This is an optimization exercise on Yosys and OpenROAD, whose aim is small area, a short achievable clock period and few clock cycles per item, not a production implementation.
Where RTL was checked, it was by simulation tests only, not by an equivalence proof against the original.
Power is estimated from default activity; no workload was simulated.

09-08:
==> flow/design.v (excerpt) <==
module fusion_blend_v2
#(
  parameter int PIXELS_PER_BEAT = 16,
  parameter int PIX_W           = 8,
  parameter int WGT_W           = 8,
  parameter int IMAGE_DIM       = 512
) (
  input  logic                             clk,
  input  logic                             rst,
  input  logic [1:0]                       mode,
  input  logic                             in_valid,
  output logic                             in_ready,
  input  logic [PIX_W*PIXELS_PER_BEAT-1:0] old_frame,
  input  logic [PIX_W*PIXELS_PER_BEAT-1:0] new_frame,
  input  logic [WGT_W*PIXELS_PER_BEAT-1:0] weight,
  output logic                             out_valid,
  input  logic                             out_ready,
  output logic [PIX_W*PIXELS_PER_BEAT-1:0] fused_frame,
  output logic                             out_last,
  output logic                             frame_done
);
export LEC_CHECK = 0
export CAP_MARGIN = 5
export CORE_MARGIN = 2
export CORE_UTILIZATION = 70
export CTS_BUF_LIST = sky130_fd_sc_hd__clkbuf_8
export CTS_CLUSTER_SIZE = 30
export PLACE_DENSITY = 0.76
export SETUP_SLACK_MARGIN = 2.8
export SLEW_MARGIN = 5
create_clock -name core_clock -period 5.5 [get_ports {clk}]
standard.sh (not shown) runs the stock make flow with config.mk's settings and CLKGATE_MAP_FILE= SYNTH_SCRIPT=/design/flow/synth_recipe.tcl, a recipe that flattens the netlist after the stock synthesis.
==> flow/flow/run.sh <==
#!/bin/bash
# Own layout flow: the standard layout (standard.sh, unchanged synthesis and steps), with
# the port buffers that global placement inserts made plain buffers instead of the default
# delay-buffer cell. Every input and output port still gets its own buffer.
set -euo pipefail
export BUFFER_PORTS_ARGS="-buffer_cell sky130_fd_sc_hd__buf_2"
bash standard.sh > standard.log 2>&1
The flow did not stop early for 09-08: all stages ran, and the layout cleared the timing, design-rule and antenna checks.
Testbench counts of 09-08, summed over its fixed seeds: cycles 65,548, items 65,536.
Changes in 10-07 relative to 09-08:
==> flow/config.mk <==
export PLATFORM = sky130hd
export DESIGN_NAME = fusion_blend_v2
export DESIGN_NICKNAME = fusion_blend_v2
export VERILOG_FILES = /design/flow/design.v
export SDC_FILE = /design/flow/constraint.sdc
export NUM_CORES = 4
export LEC_CHECK = 0
export CAP_MARGIN = 5
export CORE_MARGIN = 2
export CORE_UTILIZATION = 75
export CTS_BUF_LIST = sky130_fd_sc_hd__clkbuf_8
export CTS_CLUSTER_SIZE = 30
export PLACE_DENSITY = 0.8
export SETUP_SLACK_MARGIN = 2.7
export SLEW_MARGIN = 5
Findings:
10-07 against 09-08: total number of vias went up by 808, half-perimeter wire length of the detailed placement result dropped 0.41%, combined area of the multi-input logic cells saw a decrease.
The sequential power in 10-07 sits about 1% above the value recorded for 09-08.
Diff 09-08 -> 10-07: number of global-route vias before repair shows an increase of 161, clock skew shows no meaningful change, area of the die shows a reduction of about 6.6%, post-route clock period utilization shows an increase of 0.87 points, iteration count of the initial detailed-routing pass shows a reduction of 2.
Every run (10-07 and 09-08) finished clean.

* * *

fusion_blend_v2, a different RTL version from the one above (not shown whole).
Size: roughly 4700 cells after synthesis, ~550 flip-flops, ~520 I/O pins, about 0.054 sq mm of cells after synthesis.
==> flow/design.v (excerpt) <==
module fusion_blend_v2
#(
  parameter int PIXELS_PER_BEAT = 16,
  parameter int PIX_W           = 8,
  parameter int WGT_W           = 8,
  parameter int IMAGE_DIM       = 512
) (
  input  logic                             clk,
  input  logic                             rst,
  input  logic [1:0]                       mode,
  input  logic                             in_valid,
  output logic                             in_ready,
  input  logic [PIX_W*PIXELS_PER_BEAT-1:0] old_frame,
  input  logic [PIX_W*PIXELS_PER_BEAT-1:0] new_frame,
  input  logic [WGT_W*PIXELS_PER_BEAT-1:0] weight,
  output logic                             out_valid,
  input  logic                             out_ready,
  output logic [PIX_W*PIXELS_PER_BEAT-1:0] fused_frame,
  output logic                             out_last,
  output logic                             frame_done
);
clock: 5.5 ns
lec_check: 0
cap_margin: 20
core_margin: 2
core_utilization: 65
place_density: 0.72
setup_slack_margin: 2.0
slew_margin: 20
Scripts as last shown in full above: flow/flow/run.sh
The starting point ran to the end with no violations.
Testbench counts at the start, summed over its fixed seeds: cycles 65,548, items 65,536.
Edit:
- CORE_UTILIZATION: 65 -> 55
- PLACE_DENSITY: 0.72 -> 0.65
- SETUP_SLACK_MARGIN: 2.0 -> 2.4
=>
- global-route usage fell by 3.9 points
- via count decreases by about 0.43%
- setup slack gains 71 ps
- routed wire length rose by about 2.3%
- sequential power hardly moves
- synthesized cell count is unchanged
- die area is higher by about 18%
- maximum frequency rises by 2.3%
- final area grows by 1.1%
- clock power grows by about 10%
- hold slack improves by 3.4 ps

* * *

== before ==
Another version of the RTL of fusion_blend_v2 (not shown whole).
For scale: about 4200 cells after synthesis, roughly 150 flip-flops, roughly 520 I/O pins, roughly 0.041 mm^2 of cells after synthesis.
clock: 5.5 ns
lec_check: 0
cap_margin: 20
core_margin: 2
core_utilization: 40
setup_slack_margin: 1.0
slew_margin: 20
run.sh (not shown) runs the stock make flow with config.mk's settings and CLKGATE_MAP_FILE= SYNTH_SCRIPT=/design/flow/synth_recipe.tcl, a recipe that flattens the netlist after the stock synthesis.
Stock flow here: none of the scripts above is used.
diff inputs: before => after
Settings: SETUP_SLACK_MARGIN changed from 1.0 to 1.5.
- after vs. before: met2 track demand over resource in global routing went up by 2.2 points.
- From before to after the numbers moved as follows: placed wire-length estimate went up by 2.6%, clock latency at the later pin of the worst-skew pair roughly the same, relative area change from synthesis to final layout rose 2.4 points, area of all placed cells without fillers has increased, inserted tap cell count barely changed.
- after vs. before: share of the core filled with cells in the final layout now sits higher; total power now sits higher.
- Re worst-case reg-to-reg path depth: after is 1 up on before.
- Routed metal-1 wire length went up by a few percent going from before to after.
- | combinational power | after vs before | 8.3% higher |
No run of this note included a check of the RTL's function; only the layout flow was run.

* * *

Setup of exp/willow:
Another version of the RTL of fusion_blend_v2 (not shown whole).
Size in the first run: about 4700 cells after synthesis, ~580 flip-flops, about 520 I/O pins, roughly 55000 um^2 of cells after synthesis.
export LEC_CHECK = 0
export CAP_MARGIN = 20
export CORE_MARGIN = 2
export CORE_UTILIZATION = 70
export CTS_BUF_LIST = sky130_fd_sc_hd__clkbuf_8
export CTS_CLUSTER_SIZE = 30
export PLACE_DENSITY = 0.76
export SETUP_SLACK_MARGIN = 2.7
export SLEW_MARGIN = 20
create_clock -name core_clock -period 5.5 [get_ports {clk}]
standard.sh (not shown) runs the stock make flow with config.mk's settings and CLKGATE_MAP_FILE= SYNTH_SCRIPT=/design/flow/synth_recipe.tcl, a recipe that flattens the netlist after the stock synthesis.
Scripts as last shown in full above: flow/flow/run.sh
Testbench counts of exp/willow, summed over its fixed seeds: cycles 65,544, items 65,536.
Inputs modified between exp/willow and exp/xenon:
Settings: CAP_MARGIN: 20 -> 5; SLEW_MARGIN: 20 -> 5.
## What came out
On total power, exp/willow and exp/xenon are neck and neck. Comparing exp/willow with exp/xenon, the design area came out essentially unchanged. On final routed wirelength across all metal layers, exp/xenon tracks exp/willow almost exactly. Initial DRC count of exp/willow is on par with exp/xenon. As far as critical path buffer and inverter count is concerned, exp/xenon and exp/willow perform about the same. Comparing exp/xenon with exp/willow, the relative slew slack came out essentially unchanged. Diff exp/willow..exp/xenon | final instance count without filler cells | unchanged. Re area added between synthesis and finish: no difference whatsoever between exp/willow and exp/xenon.

* * *

job 101:
Another version of the RTL of fusion_blend_v2 (not shown whole).
For scale: about 4600 cells after synthesis, about 520 I/O pins.
Settings: LEC_CHECK=0, CAP_MARGIN=20, CORE_MARGIN=2, CORE_UTILIZATION=65, PLACE_DENSITY=0.72, SETUP_SLACK_MARGIN=2.4, SLEW_MARGIN=20; clock period 5.5 ns.
Scripts as last shown in full above: flow/flow/run.sh
Input changes introduced in job 102 (baseline for comparison: job 101):
- changing SETUP_SLACK_MARGIN from 2.4 to 2.6
Findings:
Job 102 completed; timing, DRC and antenna clean
On placed cell count, job 102 and job 101 are neck and neck.
Row buffer share of cell area: job 102 higher / job 101 lower
Comparing job 102 and job 101, pin count of the biggest net entering global routing is higher on job 102.
The post-route minimum period of job 102 was superior to that of job 101.
Delta (job 102 minus job 101): met3 layer wire length in the routed design saw a decrease, synthesis-to-finish area growth saw an increase.
Job 102 vs. job 101: core utilization went up by 1.2 points.
Job 102 ended with more setup slack than job 101.
The relative slew slack of job 102 exceeds that of job 101 by 0.65 points.
Compared with job 101, job 102 shows a final-layout clock buffer total that is about 2.4% higher.
Compared with job 101, job 102 shows a non-clock buffer count that is about 0.56% lower.
diff inputs: job 102 => job 103
- changing CAP_MARGIN from 20 to 5
- changing SETUP_SLACK_MARGIN from 2.6 to 2.7
- setting CTS_BUF_LIST to sky130_fd_sc_hd__clkbuf_8 for the first time
- changing PLACE_DENSITY from 0.72 to 0.76
- changing CORE_UTILIZATION from 65 to 70
- setting CTS_CLUSTER_SIZE to 30 for the first time
- changing SLEW_MARGIN from 20 to 5
==> run notes <==
- In job 103, the die area came out 7.0% below the value in job 102.
- Between job 103 and job 102, the hold slack figures differ only marginally.
- Maximum resistive drop on vdd: job 103 vs job 102 down 0.000050 V
- Per the final summary, job 103 finished and its layout is clean on timing, DRC and antenna.
- Job 102 has completed all stages; timing, DRC and antenna checks passed.
- Re final HPWL from detailed placement: job 103 and job 102 aren't equal, and the higher value belongs to job 103.
- Job 103 vs. job 102: setup slack went up by 0.076 ns.
- Compared with job 102, in job 103 final area comparable; area overhead of the layout relative to synthesis lower; required arrival time at the worst endpoint now sits higher.
- Taking job 102 as the reference, in job 103 wire length went up about 1.2%, number of buffers added by the clock tree synthesis step went up 29.
Edits applied to the flow inputs when going from job 103 to job 104:
- SLEW_MARGIN changed from 5 to 20
- CAP_MARGIN changed from 5 to 20
Results
Job 103 → job 104: fmax barely changed, area share of fa/ha/maj cells after synthesis shows no meaningful change, multiplexer share of the synthesized area barely changed. Global-route wire length before repair: job 103 vs job 104 identical. Clock skew of job 103 is on par with job 104.
No run of this note included a check of the RTL's function; only the layout flow was run.

* * *

RTL: one of the versions met above, not the one the previous note started from.
Size: roughly 4,800 cells after synthesis, roughly 590 flip-flops, about 520 I/O pins, about 55,000 um2 of cells after synthesis.
Settings: LEC_CHECK=0, CAP_MARGIN=20, CORE_MARGIN=2, CORE_UTILIZATION=70, CTS_BUF_LIST=sky130_fd_sc_hd__clkbuf_8, CTS_CLUSTER_SIZE=30, PLACE_DENSITY=0.76, SETUP_SLACK_MARGIN=2.7, SLEW_MARGIN=20; clock period 5.5 ns.
Scripts as last shown in full above: flow/flow/run.sh
Testbench counts at the start, summed over its fixed seeds: cycles 65,548, items 65,536.
Next try:
--- a/flow/config.mk
+++ b/flow/config.mk
@@ -8 +8 @@
-export CAP_MARGIN = 20
+export CAP_MARGIN = 5
@@ -15 +15 @@
-export SLEW_MARGIN = 20
+export SLEW_MARGIN = 5
Result: Register-to-register slack improves by 0.05 ns; cell area is about the same; cell count is unchanged; die area is unchanged; setup slack is better by 0.055 ns.

==> re-timing with driven ports <==
No port has a modelled driver above. Below, the same layouts with a new extraction and two added sets of constraints.
Step 1: set_driving_cell puts a clkbuf_16 on clk and a buf_2 on each other input, an assumption about the parent block.
Step 2 times the ports against the registers' clock, not the clock port: input delays grow and output delays shrink by t, the midpoint of the rising clock arrivals with the driver on.
a / b / c = ideal / step 1 / step 2; a / b = the first two.
run	t (ns)	slack for setup (ns)	worst setup path after step 2	worst slew at a driven data input, ns	pins driven straight from the clock port
09-08	0.764	2.736 / 2.736 / 2.039	input to register	0.15	1
10-07	0.770	2.688 / 2.688 / 1.945	input to register	0.15	1
the first run of note 2	0.707	2.377 / 2.362 / 1.655	input to register	0.14	1
the second run of note 2	0.689	2.448 / 2.477 / 1.788	input to register	0.16	1
before	0.577	0.747 / 0.761 / 0.185	input to register	0.14	1
after	0.583	0.759 / 0.788 / 0.206	input to register	0.15	1
exp/willow	0.778	2.621 / 2.621 / 1.975	input to register	0.16	1
exp/xenon	0.778	2.621 / 2.621 / 1.975	input to register	0.16	1
job 101	0.659	2.488 / 2.456 / 1.797	input to register	0.15	1
job 102	0.659	2.605 / 2.583 / 1.925	input to register	0.15	1
job 103	0.772	2.681 / 2.667 / 1.895	input to register	0.16	1
job 104	0.772	2.681 / 2.667 / 1.895	input to register	0.16	1
the first run of note 6	0.762	2.673 / 2.673 / 1.962	input to register	0.15	1
the second run of note 6	0.762	2.728 / 2.728 / 1.969	input to register	0.15	1
After both steps every run listed still meets setup and hold.
